Source: an optimization exercise on an open RTL-to-GDS flow (aim: a short achievable clock period and few clock cycles). Production flows keep margins and buffers that such runs may drop. The RTL was checked by simulation tests, not by an equivalence proof against the original design. Power figures rest on the tool's default switching activity, not on a simulated workload.

**design/flow/design.v**
```verilog
package core_pkg;
    typedef logic [31:0] word_t;
    typedef logic [4:0]  reg_addr_t;
    localparam word_t NOP_INSTR = 32'h0000_0013;
endpackage
module reg_file (
    input  logic        clk,
    input  logic        we_i,
    input  logic [4:0]  waddr_i,
    input  logic [31:0] wdata_i,
    input  logic [4:0]  raddr1_i,
    input  logic [4:0]  raddr2_i,
    output logic [31:0] rdata1_o,
    output logic [31:0] rdata2_o
);
    logic [31:0] regs [1:31];
    always_ff @(posedge clk) begin
        if (we_i && waddr_i != 5'd0) begin
            regs[waddr_i] <= wdata_i;
        end
    end
    assign rdata1_o = (raddr1_i == 5'd0) ? 32'd0 : regs[raddr1_i];
    assign rdata2_o = (raddr2_i == 5'd0) ? 32'd0 : regs[raddr2_i];
endmodule
module load_wait (
    input  logic [31:0] w,
    input  logic        e_rwe,
    input  logic        e_load,
    input  logic [4:0]  e_rd,
    input  logic        m_rwe,
    input  logic        m_load,
    input  logic [4:0]  m_rd,
    output logic        wait_o
);
    logic [6:0] opc;
    logic [4:0] rs1, rs2;
    logic       is_op, is_store, use1, use2, h1e, h1m, h2e, h2m;
    assign opc      = w[6:0];
    assign rs1      = w[19:15];
    assign rs2      = w[24:20];
    assign is_op    = (opc == 7'b0110011);
    assign is_store = (opc == 7'b0100011) && (w[14:12] == 3'b010);
    assign use1     = (is_op || opc == 7'b0010011 || (opc == 7'b0000011 && w[14:12] == 3'b010)
                       || is_store || (opc == 7'b1100011 && !w[13]) || opc == 7'b1100111)
                      && (rs1 != 5'd0);
    assign use2     = (is_op || is_store || (opc == 7'b1100011 && !w[13])) && (rs2 != 5'd0);
    assign h1e      = e_rwe && (e_rd == rs1);
    assign h1m      = m_rwe && (m_rd == rs1);
    assign h2e      = e_rwe && (e_rd == rs2);
    assign h2m      = m_rwe && (m_rd == rs2);
    assign wait_o = (use1 && ((h1e && e_load) || (!h1e && h1m && m_load)))
                 || (use2 && ((h2e && e_load) || (!h2e && h2m && m_load && !is_store)));
endmodule
module ayatsuki_core (
    input  logic        clk,
    input  logic        rst_i,
    input  logic [31:0] inst_i,
    output logic [31:0] inst_addr_o,
    output logic        dmem_we_o,
    output logic        dmem_re_o,
    output logic [31:0] dmem_addr_o,
    output logic [31:0] dmem_wdata_o,
    input  logic [31:0] dmem_rdata_i
);
    logic [31:0] pc_f;
    logic        i_v;         
    logic [31:0] i_pc;        
    logic        i_pred;      
    logic [31:10] i_h10p, i_h10m;
    logic        btb_v   [0:7];
    logic [6:0]  btb_tag [0:7];
    logic [30:0] btb_tgt [0:7];
    logic        e_rwe_q, e_load_q, e_store_q, e_jalr_q, e_jal_q, e_isbr_q, e_pred, e_bhit, e_mp_q;
    logic        e_kill;
    logic        e_haz;       
    logic        e_rwe, e_load, e_store, e_jalr, e_jal, e_isbr, e_mp;
    logic        e_beq, e_bne, e_blt, e_bge;
    logic        e_req, e_rne, e_rlt, e_rge;    
    logic [4:0]  e_rd;
    logic [31:0] e_pc, e_imm_t, e_pc4, e_pass;
    logic [31:12] e_immu;
    logic        e_auipc;
    logic [31:0] e_a1, e_b1, e_s21;        
    logic        e_f1m, e_fbm, e_f2m;      
    logic        e_f2i;                    
    logic        e_add_ab, e_add_mb, e_add_am, e_add_mm, e_sub_ab, e_sub_mb, e_sub_am;
    logic        e_sll, e_slt, e_sltu, e_xor, e_srl, e_sra, e_or, e_and, e_pas;
    logic        m_we, m_re, m_rwe;
    logic [4:0]  m_rd;
    logic [31:0] m_addr, m_wdata, m_res;
    logic        w_rwe, w_load;
    logic [4:0]  w_rd;
    logic [31:0] w_res;
    logic [31:0] wb_data;
    logic        ex_redirect;
    logic [31:0] ex_target;
    logic        d_refetch;   
    logic        d_ovf;       
    logic        d_stall;
    logic        d_take;
    logic [31:0] f_next, d_next, pc_next;
    logic        d_early;     
    logic [31:0] d_etgt;
    logic        btb_hit;
    logic [31:0] btb_target;
    logic [7:0]  bhit;
    always_comb begin
        btb_target = 32'd0;
        for (int k = 0; k < 8; k++) begin
            bhit[k] = btb_v[k] && (pc_f[4:2] == k[2:0]) && (btb_tag[k] == pc_f[11:5]);
            btb_target = btb_target | ({32{bhit[k]}} & {btb_tgt[k], 1'b0});
        end
    end
    assign btb_hit = (|bhit) && (pc_f[31:12] == 20'd0);
    always_ff @(posedge clk) begin
        i_pc   <= pc_f;
        i_h10p <= pc_f[31:10] + 22'd1;
        i_h10m <= pc_f[31:10] - 22'd1;
        i_pred <= btb_hit;
        i_v    <= !(rst_i || ex_redirect || d_early || f_dup);
        pc_f   <= pc_next;
        f_hold <= d_stall && !rst_i;
        f_dup  <= f_hold && !rst_i && !ex_redirect && !d_early;
    end
    assign d_take  = !rst_i && d_early;
    assign f_next  = rst_i ? 32'd0 : (f_hold ? pc_f : (btb_hit ? btb_target : pc_f + 32'd4));
    assign d_next  = d_take ? d_etgt : f_next;
    assign pc_next = (!e_kill && e_jalr_q) ? {sum[31:1], 1'b0} : (ex_redirect ? ex_target : d_next);
    assign inst_addr_o = pc_f;
    logic        q0_v, q1_v, q0_pr, q1_pr;
    logic [31:0] q0_inst, q1_inst, q0_pc, q1_pc;
    logic [31:0] d_inst, d_pc;
    logic        d_pr, d_v;
    logic        f_hold, f_dup;
    assign d_inst = q0_v ? q0_inst : inst_i;
    assign d_pc   = q0_v ? q0_pc   : i_pc;
    assign d_pr   = q0_v ? q0_pr   : i_pred;
    assign d_v    = q0_v || i_v;
    logic haz_q, haz_i;
    load_wait u_wait_q (
        .w(q0_inst), .e_rwe(e_rwe), .e_load(e_load), .e_rd(e_rd),
        .m_rwe(m_rwe), .m_load(m_re), .m_rd(m_rd), .wait_o(haz_q)
    );
    load_wait u_wait_i (
        .w(inst_i), .e_rwe(e_rwe), .e_load(e_load), .e_rd(e_rd),
        .m_rwe(m_rwe), .m_load(m_re), .m_rd(m_rd), .wait_o(haz_i)
    );
    always_ff @(posedge clk) begin
        if (rst_i || ex_redirect) begin
            q0_v <= 1'b0;
            q1_v <= 1'b0;
        end else if (!q0_v) begin
            q0_v <= d_stall;
            q1_v <= 1'b0;
        end else if (d_stall) begin
            q1_v <= q1_v || i_v;
        end else begin
            q0_v <= q1_v || i_v;
            q1_v <= q1_v && i_v;
        end
    end
    always_ff @(posedge clk) begin
        if (!q0_v) begin
            q0_inst <= inst_i;
            q0_pc   <= i_pc;
            q0_pr   <= i_pred || d_early;
        end else if (!(haz_q && !d_ovf)) begin
            q0_inst <= q1_v ? q1_inst : inst_i;
            q0_pc   <= q1_v ? q1_pc   : i_pc;
            q0_pr   <= q1_v ? q1_pr   : i_pred;
        end
        if (q0_v && !(haz_q && q1_v && !i_v)) begin
            q1_inst <= inst_i;
            q1_pc   <= i_pc;
            q1_pr   <= i_pred;
        end
    end
    logic [6:0]  opc;
    logic [2:0]  f3;
    logic [4:0]  rd, rs1, rs2;
    logic        is_op, is_opimm, is_lui, is_auipc, is_load, is_store, is_br, is_jal, is_jalr;
    logic        use1, use2, rwe, alt;
    logic [31:0] imm_i, imm_s, imm_b, imm_u, imm_j;
    logic [31:0] rf1, rf2;
    logic [31:0] d_pc4;
    assign opc = d_inst[6:0];
    assign f3  = d_inst[14:12];
    assign rd  = d_inst[11:7];
    assign rs1 = d_inst[19:15];
    assign rs2 = d_inst[24:20];
    assign is_op    = (opc == 7'b0110011);
    assign is_opimm = (opc == 7'b0010011);
    assign is_lui   = (opc == 7'b0110111);
    assign is_auipc = (opc == 7'b0010111);
    assign is_load  = (opc == 7'b0000011) && (f3 == 3'b010);
    assign is_store = (opc == 7'b0100011) && (f3 == 3'b010);
    assign is_br    = (opc == 7'b1100011) && (f3[1] == 1'b0);
    assign is_jal   = (opc == 7'b1101111);
    assign is_jalr  = (opc == 7'b1100111);
    assign use1 = (is_op || is_opimm || is_load || is_store || is_br || is_jalr) && (rs1 != 5'd0);
    assign use2 = (is_op || is_store || is_br) && (rs2 != 5'd0);
    assign rwe  = (is_op || is_opimm || is_lui || is_auipc || is_load || is_jal || is_jalr)
                  && (rd != 5'd0);
    assign alt  = d_inst[30] && (is_op || f3 == 3'b101);
    assign imm_i = {{20{d_inst[31]}}, d_inst[31:20]};
    assign imm_s = {{20{d_inst[31]}}, d_inst[31:25], d_inst[11:7]};
    assign imm_b = {{19{d_inst[31]}}, d_inst[31], d_inst[7], d_inst[30:25], d_inst[11:8], 1'b0};
    assign imm_u = {d_inst[31:12], 12'd0};
    assign imm_j = {{11{d_inst[31]}}, d_inst[31], d_inst[19:12], d_inst[20], d_inst[30:21], 1'b0};
    logic [31:0] ij, ib;
    logic [9:0]  imm10;
    logic [10:0] lo_e;
    logic        jal_short, br_short;
    assign ij        = {{11{inst_i[31]}}, inst_i[31], inst_i[19:12], inst_i[20], inst_i[30:21], 1'b0};
    assign ib        = {{19{inst_i[31]}}, inst_i[31], inst_i[7], inst_i[30:25], inst_i[11:8], 1'b0};
    assign imm10     = inst_i[3] ? ij[9:0] : ib[9:0];
    assign lo_e      = {1'b0, i_pc[9:0]} + {1'b0, imm10};
    assign d_etgt    = {(lo_e[10] && !inst_i[31]) ? i_h10p :
                        (!lo_e[10] && inst_i[31]) ? i_h10m : i_pc[31:10], lo_e[9:0]};
    assign jal_short = (ij[20:9] == {12{inst_i[31]}});
    assign br_short  = (ib[12:9] == {4{inst_i[31]}});
    assign d_pc4   = d_pc + 32'd4;
    reg_file u_regs (
        .clk      (clk),
        .we_i     (w_rwe),
        .waddr_i  (w_rd),
        .wdata_i  (wb_data),
        .raddr1_i (rs1),
        .raddr2_i (rs2),
        .rdata1_o (rf1),
        .rdata2_o (rf2)
    );
    logic h1e, h1m, h1w, h2e, h2m, h2w;
    assign h1e = e_rwe && (e_rd == rs1);
    assign h1m = m_rwe && (m_rd == rs1);
    assign h1w = w_rwe && (w_rd == rs1);
    assign h2e = e_rwe && (e_rd == rs2);
    assign h2m = m_rwe && (m_rd == rs2);
    assign h2w = w_rwe && (w_rd == rs2);
    assign d_refetch = q0_v ? haz_q : (i_v && haz_i);
    assign d_ovf     = q0_v && q1_v && i_v;
    assign d_stall   = d_refetch && !d_ovf;
    logic d_ptaken;
    assign d_ptaken = !q0_v && (((inst_i[6:0] == 7'b1101111) && jal_short)
                                || ((inst_i[6:0] == 7'b1100011) && !inst_i[13] && inst_i[31]
                                    && br_short));
    logic d_pred;
    assign d_pred   = d_pr || d_ptaken;
    assign d_early  = i_v && !i_pred && d_ptaken;
    logic d_go;
    assign d_go = d_v && !d_refetch && !rst_i;
    always_ff @(posedge clk) begin
        e_kill  <= ex_redirect;
        e_haz   <= d_refetch && d_ovf && !rst_i;
        e_rwe_q   <= d_go && rwe;
        e_load_q  <= d_go && is_load;
        e_store_q <= d_go && is_store;
        e_jalr_q  <= d_go && is_jalr;
        e_isbr_q  <= d_go && is_br;
        e_jal_q   <= d_go && is_jal;
        e_bhit  <= d_pr;
        e_pred  <= d_pred;
        e_mp_q    <= d_go && (is_jalr || (is_jal && !d_pr && !d_ptaken)
                              || (!is_br && !is_jal && !is_jalr && d_pr));
        e_req     <= d_go && is_br && (f3 == (d_pred ? 3'b001 : 3'b000));
        e_rne     <= d_go && is_br && (f3 == (d_pred ? 3'b000 : 3'b001));
        e_rlt     <= d_go && is_br && (f3 == (d_pred ? 3'b101 : 3'b100));
        e_rge     <= d_go && is_br && (f3 == (d_pred ? 3'b100 : 3'b101));
    end
    always_ff @(posedge clk) begin
        e_rd   <= rd;
        e_beq  <= (f3 == 3'b000);
        e_bne  <= (f3 == 3'b001);
        e_blt  <= (f3 == 3'b100);
        e_bge  <= (f3 == 3'b101);
        e_pc   <= d_pc;
        e_imm_t <= is_jal ? imm_j : imm_b;
        e_pc4  <= d_pc4;
        e_pass <= is_lui ? imm_u : d_pc4;
        e_immu <= d_inst[31:12];
        e_auipc <= is_auipc;
        e_a1  <= h1m ? m_res : (h1w ? wb_data : rf1);
        e_b1  <= !is_op ? (is_store ? imm_s : imm_i) : (h2m ? m_res : (h2w ? wb_data : rf2));
        e_s21 <= h2m ? m_res : (h2w ? wb_data : rf2);
        e_f1m <= h1e;
        e_fbm <= is_op && h2e;
        e_f2m <= h2e;
        e_f2i <= !h2e && h2m && m_re;
        e_add_ab <= (is_op || is_opimm) && f3 == 3'b000 && !alt && !h1e && !(is_op && h2e);
        e_add_mb <= (is_op || is_opimm) && f3 == 3'b000 && !alt &&  h1e && !(is_op && h2e);
        e_add_am <= (is_op || is_opimm) && f3 == 3'b000 && !alt && !h1e &&  (is_op && h2e);
        e_add_mm <= (is_op || is_opimm) && f3 == 3'b000 && !alt &&  h1e &&  (is_op && h2e);
        e_sub_ab <= (is_op || is_opimm) && f3 == 3'b000 &&  alt && !h1e && !(is_op && h2e);
        e_sub_mb <= (is_op || is_opimm) && f3 == 3'b000 &&  alt &&  h1e && !(is_op && h2e);
        e_sub_am <= (is_op || is_opimm) && f3 == 3'b000 &&  alt && !h1e &&  (is_op && h2e);
        e_sll  <= (is_op || is_opimm) && f3 == 3'b001;
        e_slt  <= (is_op || is_opimm) && f3 == 3'b010;
        e_sltu <= (is_op || is_opimm) && f3 == 3'b011;
        e_xor  <= (is_op || is_opimm) && f3 == 3'b100;
        e_srl  <= (is_op || is_opimm) && f3 == 3'b101 && !alt;
        e_sra  <= (is_op || is_opimm) && f3 == 3'b101 && alt;
        e_or   <= (is_op || is_opimm) && f3 == 3'b110;
        e_and  <= (is_op || is_opimm) && f3 == 3'b111;
        e_pas  <= is_lui || is_jal || is_jalr;
    end
    assign e_rwe   = e_rwe_q   && !e_kill;
    assign e_load  = e_load_q  && !e_kill;
    assign e_store = e_store_q && !e_kill;
    assign e_jalr  = e_jalr_q  && !e_kill;
    assign e_jal   = e_jal_q   && !e_kill;
    assign e_isbr  = e_isbr_q  && !e_kill;
    assign e_mp    = e_mp_q    && !e_kill;
    logic [31:0] a, b, s2, st_data;
    logic [31:0] sum, res;
    logic        eq, lt, cond;
    assign a  = e_f1m ? m_res : e_a1;
    assign b  = e_fbm ? m_res : e_b1;
    assign s2 = e_f2m ? m_res : e_s21;
    assign st_data = e_f2i ? dmem_rdata_i : s2;
    logic [31:0] sra_r;
    assign sra_r = $signed(a) >>> b[4:0];
    logic [31:0] s_ab, s_mb, s_am, d_ab, d_mb, d_am;
    assign s_ab = e_a1 + e_b1;
    assign s_mb = m_res + e_b1;
    assign s_am = e_a1 + m_res;
    assign d_ab = e_a1 - e_b1;
    assign d_mb = m_res - e_b1;
    assign d_am = e_a1 - m_res;
    assign sum  = e_f1m ? s_mb : s_ab;
    assign res = ({32{e_add_ab}} & s_ab)
               | ({32{e_add_mb}} & s_mb)
               | ({32{e_add_am}} & s_am)
               | ({32{e_add_mm}} & {m_res[30:0], 1'b0})
               | ({32{e_sub_ab}} & d_ab)
               | ({32{e_sub_mb}} & d_mb)
               | ({32{e_sub_am}} & d_am)
               | ({32{e_sll}}  & (a << b[4:0]))
               | ({32{e_slt}}  & {31'd0, $signed(a) < $signed(b)})
               | ({32{e_sltu}} & {31'd0, a < b})
               | ({32{e_xor}}  & (a ^ b))
               | ({32{e_srl}}  & (a >> b[4:0]))
               | ({32{e_sra}}  & sra_r)
               | ({32{e_or}}   & (a | b))
               | ({32{e_and}}  & (a & b))
               | ({32{e_pas}}  & e_pass)
               | ({32{e_auipc}} & {e_pc[31:12] + e_immu, e_pc[11:0]});
    logic eq_as, eq_ms, eq_am, lt_as, lt_ms, lt_am;
    assign eq_as = (e_a1 == e_s21);
    assign eq_ms = (m_res == e_s21);
    assign eq_am = (e_a1 == m_res);
    assign lt_as = ($signed(e_a1) < $signed(e_s21));
    assign lt_ms = ($signed(m_res) < $signed(e_s21));
    assign lt_am = ($signed(e_a1) < $signed(m_res));
    assign eq = e_f1m ? (e_f2m ? 1'b1 : eq_ms) : (e_f2m ? eq_am : eq_as);
    assign lt = e_f1m ? (e_f2m ? 1'b0 : lt_ms) : (e_f2m ? lt_am : lt_as);
    assign cond = (e_beq && eq) || (e_bne && !eq) || (e_blt && lt) || (e_bge && !lt);
    assign ex_redirect = !e_kill && (e_haz || e_mp_q || (e_req && eq) || (e_rne && !eq) || (e_rlt && lt)
                                     || (e_rge && !lt));
    logic [31:0] e_tgt;
    assign e_tgt       = e_pc + e_imm_t;
    assign ex_target   = e_haz ? e_pc : (e_pred ? e_pc4 : e_tgt);
    logic        bu_we, bu_v;
    logic [2:0]  bu_idx;
    logic [6:0]  bu_tag;
    logic [30:0] bu_tgt;
    always_ff @(posedge clk) begin
        bu_we  <= !rst_i && (e_pc[31:12] == 20'd0)
                  && ((e_isbr && (cond != e_bhit)) || (e_jal && !e_bhit));
        bu_v   <= !e_isbr || cond;
        bu_idx <= e_pc[4:2];
        bu_tag <= e_pc[11:5];
        bu_tgt <= e_tgt[31:1];
    end
    always_ff @(posedge clk) begin
        if (rst_i) begin
            for (int k = 0; k < 8; k++) btb_v[k] <= 1'b0;
        end else if (bu_we) begin
            btb_v[bu_idx] <= bu_v;
        end
    end
    always_ff @(posedge clk) begin
        if (bu_we) begin
            btb_tag[bu_idx] <= bu_tag;
            btb_tgt[bu_idx] <= bu_tgt;
        end
    end
    always_ff @(posedge clk) begin
        if (rst_i) begin
            m_we  <= 1'b0;
            m_re  <= 1'b0;
            m_rwe <= 1'b0;
        end else begin
            m_we  <= e_store;
            m_re  <= e_load;
            m_rwe <= e_rwe;
        end
        m_rd    <= e_rd;
        m_addr  <= sum;
        m_wdata <= st_data;
        m_res   <= res;
    end
    assign dmem_we_o    = m_we;
    assign dmem_re_o    = m_re;
    assign dmem_addr_o  = m_addr;
    assign dmem_wdata_o = m_wdata;
    always_ff @(posedge clk) begin
        if (rst_i) begin
            w_rwe <= 1'b0;
        end else begin
            w_rwe <= m_rwe;
        end
        w_load <= m_re;
        w_rd   <= m_rd;
        w_res  <= m_res;
    end
    assign wb_data = w_load ? dmem_rdata_i : w_res;
endmodule
module ayatsuki_top (
    input  logic        clk,
    input  logic        rst_i,
    input  logic [31:0] inst_i,
    output logic [31:0] inst_addr_o,
    output logic        dmem_we_o,
    output logic        dmem_re_o,
    output logic [31:0] dmem_addr_o,
    output logic [31:0] dmem_wdata_o,
    input  logic [31:0] dmem_rdata_i
);
    ayatsuki_core u_core (
        .clk          (clk),
        .rst_i        (rst_i),
        .inst_i       (inst_i),
        .inst_addr_o  (inst_addr_o),
        .dmem_we_o    (dmem_we_o),
        .dmem_re_o    (dmem_re_o),
        .dmem_addr_o  (dmem_addr_o),
        .dmem_wdata_o (dmem_wdata_o),
        .dmem_rdata_i (dmem_rdata_i)
    );
endmodule
```
**design/flow/flow/run.sh**
```bash
#!/bin/bash
# The standard layout, with timing repair aimed at a shorter period than the clock's
# (the constraints stay the design's): repair works until the setup slack is MARGIN ns,
# and may resize cells to any footprint.
set -euo pipefail
MARGIN=$(cat flow/margin.txt)
bash standard.sh SETUP_SLACK_MARGIN=$MARGIN MATCH_CELL_FOOTPRINT=0 finish > make_finish.log 2>&1
```
**design/flow/flow/margin.txt**
```
6.6
```
**design/flow/standard.sh**
```bash
#!/bin/bash
# synth_recipe.tcl (not shown) runs the flow's synth.tcl, then flattens the netlist and writes it again
# the make line also repeats each setting of config.mk as NAME=value (left out here)
make -C /OpenROAD-flow-scripts/flow DESIGN_CONFIG=/design/flow/config.mk WORK_HOME=/design/flow/orfs CLKGATE_MAP_FILE= SYNTH_SCRIPT=/design/flow/synth_recipe.tcl "${@:-finish}"
```
**design/flow/config.mk**
```make
export PLATFORM = sky130hd
export DESIGN_NAME = ayatsuki_top
export DESIGN_NICKNAME = ayatsuki_top
export VERILOG_FILES = /design/flow/design.v
export SDC_FILE = /design/flow/constraint.sdc
export NUM_CORES = 4
export LEC_CHECK = 0
export ABC_CLOCK_PERIOD_IN_PS = 3000
export CAP_MARGIN = 20
export CORE_MARGIN = 2
export CORE_UTILIZATION = 40
export PLACE_DENSITY = 0.6
export SLEW_MARGIN = 20
```
**design/flow/constraint.sdc**
```tcl
create_clock -name core_clock -period 10.0 [get_ports {clk}]
set_input_delay 2.0000 -clock core_clock [delete_from_list [all_inputs] [get_ports {clk}]]
set_output_delay 2.0000 -clock core_clock [all_outputs]
set_load 0.01 [all_outputs]
```
==> run summary <==
status finished clean; Synthesized Nets about 12,000; syn_area_per_cell slightly below 10 um2; setup violators final 0; worst-path cell chain ha_1, nand4_1, buf_4, nor2_1, a21oi_1, o2111ai_4, a221oi_4, mux2i_4, or3_4, o311a_4, buf_12, or2_4, nor2_4, nand3_4, buf_12; Seq/Total Area, Yosys between 50% and 60%; FMAX between 200 and 250 MHz; Die Y roughly 520 um; Finished Cell Area between 100,000 and 150,000 um2; WP data required between 10 and 15 ns; Clk Latency, worst-skew pair between 0.9 and 1 ns; Remaining Overflow, GRT 0; die width 524 um; Final ANT Viol Nets 0; Internal ~19 mW; maxcap violations 0; Net count, final about 12,000; Vias roughly 110k; Total GRT Usage about two fifths; clock buffer count from CTS between 200 and 250; Flop pwr share between 30% and 40%; port bufs ~160; CP Capture Type register; dpl ws ~3.4 ns; Initial Util between 40% and 50%; vias per cell a little under 7; synth top area cells edfxtp_1, dfxtp_1, nand2_1; first-iteration detailed-routing DRC count around 19,000; Worst slew margin 14.3%; htree depth 4; setup tns final 0 ns; Syn Inst Count about 11,000; WL/cell ~36 um; Top Family by Delay on Critical Path simple AND/OR/NAND/NOR gates; placed cell count around 14,000; Crit path buffers/inverters 3; vias in the first global route between 90,000 and 100k; asr flop ratio synth 0%; hold buffers post-CTS 0; Final Wtd Congestion about 1; leakage power between 50 and 60 nW; Fill cells approximately 23,000; sw frac 37.6%; final worst-path cycle share between 40% and 50%; clk root buf clkbuf_16; Worst Skew roughly 0.10 ns; most frequent cells in the layout nand2_1, edfxtp_1, nand3_1; Fin. Hold Viols 0; initial antenna violation count 37; share of post-route cells with drive strength above 1 about a quarter; num rows 191; Critical Path Most Common Cell buf_12; max-slew violation count 0; area share of the largest cell type after synthesis about two fifths; Hold Crit Class register to register; CTS clk-pin slew, worst paths 0.06 ns; number of library cell types mapped by synthesis 98; synthesized area about 110,000 um2; worst slew pin tran roughly 1.2 ns; RSZ-0062 raised after global routing yes; Primary FF master, synth edfxtp_1; largest net degree at the start of global routing 65; die area ~270,000 um2; Final Core Density a little over half; Setup WS post-layout around 5.9 ns; Sink Count 2,001; Max Root-Sink Buffers 4; worst vdd ir 168 uV; WS Path Type register to register; commonest non-fill, non-tap cell in the layout nand2_1; combinational power share a little over a third; core area about 270,000 um2; routed wire length roughly 570,000 um; Yosys reg bits ~2,000; area grow syn2layout 32.3%; Post-route DRC 0; Startpoint Class register; DP Area between 100,000 and 150,000 um2; leading area contributor after synthesis edfxtp_1; Switch Pwr 11.3 mW; YS warnings 2; first-pass GRT wire length between 700,000 and 800,000 um; post-layout min period just over 4 ns; CTS tree done; Crit path arrival time approximately 4.9 ns; Post-synth EDFFs roughly 1,500; CP Max Fanout 14; Slowest-stage cell, CP dfxtp_4; Initial DRT Pass Iterations 12; P per Cell Area 211 nW/um2; Non-Filler Instances approximately 16,000; max incr delay on CP 0.51 ns; io pins ~160; clock share of power around 28%; Post-DP HPWL between 300,000 and 400,000 um
-- worst paths after layout --
check	slack (ns)	end	start	cells past startpoint
max	5.85	u_core.pc_f[21]$_DFFE_PP_	u_core.e_a1[14]$_DFF_P_	15
min	0.41	u_core.i_v$_DFF_P_	u_core.f_dup$_DFF_P_	1
max reg2reg	5.85	u_core.pc_f[21]$_DFFE_PP_	u_core.e_a1[14]$_DFF_P_	15
min reg2reg	0.41	u_core.i_v$_DFF_P_	u_core.f_dup$_DFF_P_	1
-- area by class of cell --
type / instances / area (um2) / share of cell area, %
multi-input cells: 8065 / 57900 / 40.4
flip-flops and latches: 2001 / 55000 / 38.4
repair buffers: 1257 / 16200 / 11.3
clock buffers: 282 / 6060 / 4.23
well taps: 3570 / 4470 / 3.12
inverters: 403 / 1780 / 1.24
clock inverters: 117 / 1220 / 0.852
repair inverters: 36 / 574 / 0.401
diodes: 26 / 65.1 / 0.0454
-- flip-flops by register name, indices dropped and copies added, names as in the netlist, 20 cells and up --
register,flops
u_core.e_pc4,30
u_core.btb_tgt,248
u_core.e_a1,32
u_core.e_pc,32
u_core.pc_f,32
u_core.e_b1,32
u_core.e_immu,20
u_core.i_h10m,21
u_core.m_res,32
u_core.i_pc,32
u_core.btb_tag,56
u_core.bu_tgt,31
u_core.e_pass,32
u_core.i_h10p,22
u_core.q1_pc,32
u_core.q0_inst,32
u_core.u_regs.regs,992
u_core.m_wdata,32
u_core.q0_pc,32
u_core.m_addr,32
u_core.e_s21,32
u_core.w_res,32
u_core.q1_inst,32
-- through the flow --
| step | total power, mW | hold WS (ns) |
|---|---|---|
| 2_1_floorplan | 15.2 | 0.329 |
| 3_3_place_gp | 18.6 | 0.380 |
| 3_5_place_dp | 18.7 | 0.386 |
| 4_1_cts | 28.9 | 0.396 |
| 5_1_grt | 30.7 | 0.412 |
| 6_report | 30.2 | 0.407 |
-- synth_stat cells (all sizes together) (108+ instances only) --
cell    count
xor2      109
edfxtp   1465
nand3     995
and3      157
nor2      464
mux2      108
buf       171
o21ai     337
a311oi    323
a21oi     481
dfxtp     536
ha        415
xnor2     271
nor3      140
a31oi     132
inv       401
a22oi     114
o211ai    127
mux2i     248
clkbuf    635
nand2    2423
-- cell families after synthesis --
family / after synthesis / share of synthesized area [%]
AO/OA/AOI/OAI: 2319 / 15.1
XOR/XNOR: 380 / 3.07
adder cells (fa/ha/maj): 424 / 4.96
buffers and inverters: 1209 / 4.31
flip-flops: 2001 / 50.5
multiplexers: 357 / 3.46
AND/OR/NAND/NOR: 4575 / 18.6
-- what timing repair did --
action | in CTS | in global routing
pin swaps | 465 | 489
setup buffers | 466 | 200
endpoints found under the hold margin | 0 | 0
setup endpoints to repair | 592 | 731
resized for setup | 1980 | 852
cloned | 199 | 53
-- metal layers --
| layer | up-vias | wire length, um | track usage (%) |
|---|---|---|---|
| met3 | 3009 | 83900 | 12.9 |
| met5 | - | 301 | 0 |
| met4 | 28 | 59900 | 30.4 |
| met2 | 9610 | 232000 | 55.9 |
| li1 | 42700 | - | - |
| met1 | 51100 | 194000 | 47.0 |
-- power groups by stage --
stage               Combinational (mW)  Clock [mW]  Sequential [mW]
finish                            10.7        8.38             11.1
global route                      11.0        8.67             11.1
CTS                               9.54        8.33             11.0
detailed placement                7.38           0             11.3
global placement                  7.33           0             11.3
floorplan                         4.48           0             10.8
Testbench counts, summed over its fixed seeds: cycles 94,044.

-- what the ideal ports hide --
Ports are ideal in the flow. The routed layout listed here was re-timed in OpenROAD. Step 1, drivers: a clkbuf_16 drives clk and a buf_2 each remaining input, both assumed. Step 2 also shifts input and output timing later by t, the mid clock arrival at the registers, as if the neighbouring blocks saw the same clock. Three values: ideal, step 1, step 2; two values: the first two.
t, ns: 1.025
setup slack, ns: 5.851 / 5.851 / 4.976
worst register clock-pin slew, ns: 0.07 / 0.07
After both steps this run still meets setup and hold. For this run, drivers alone change the setup slack by 0.000 ns; drivers and shift together by -0.875 ns.
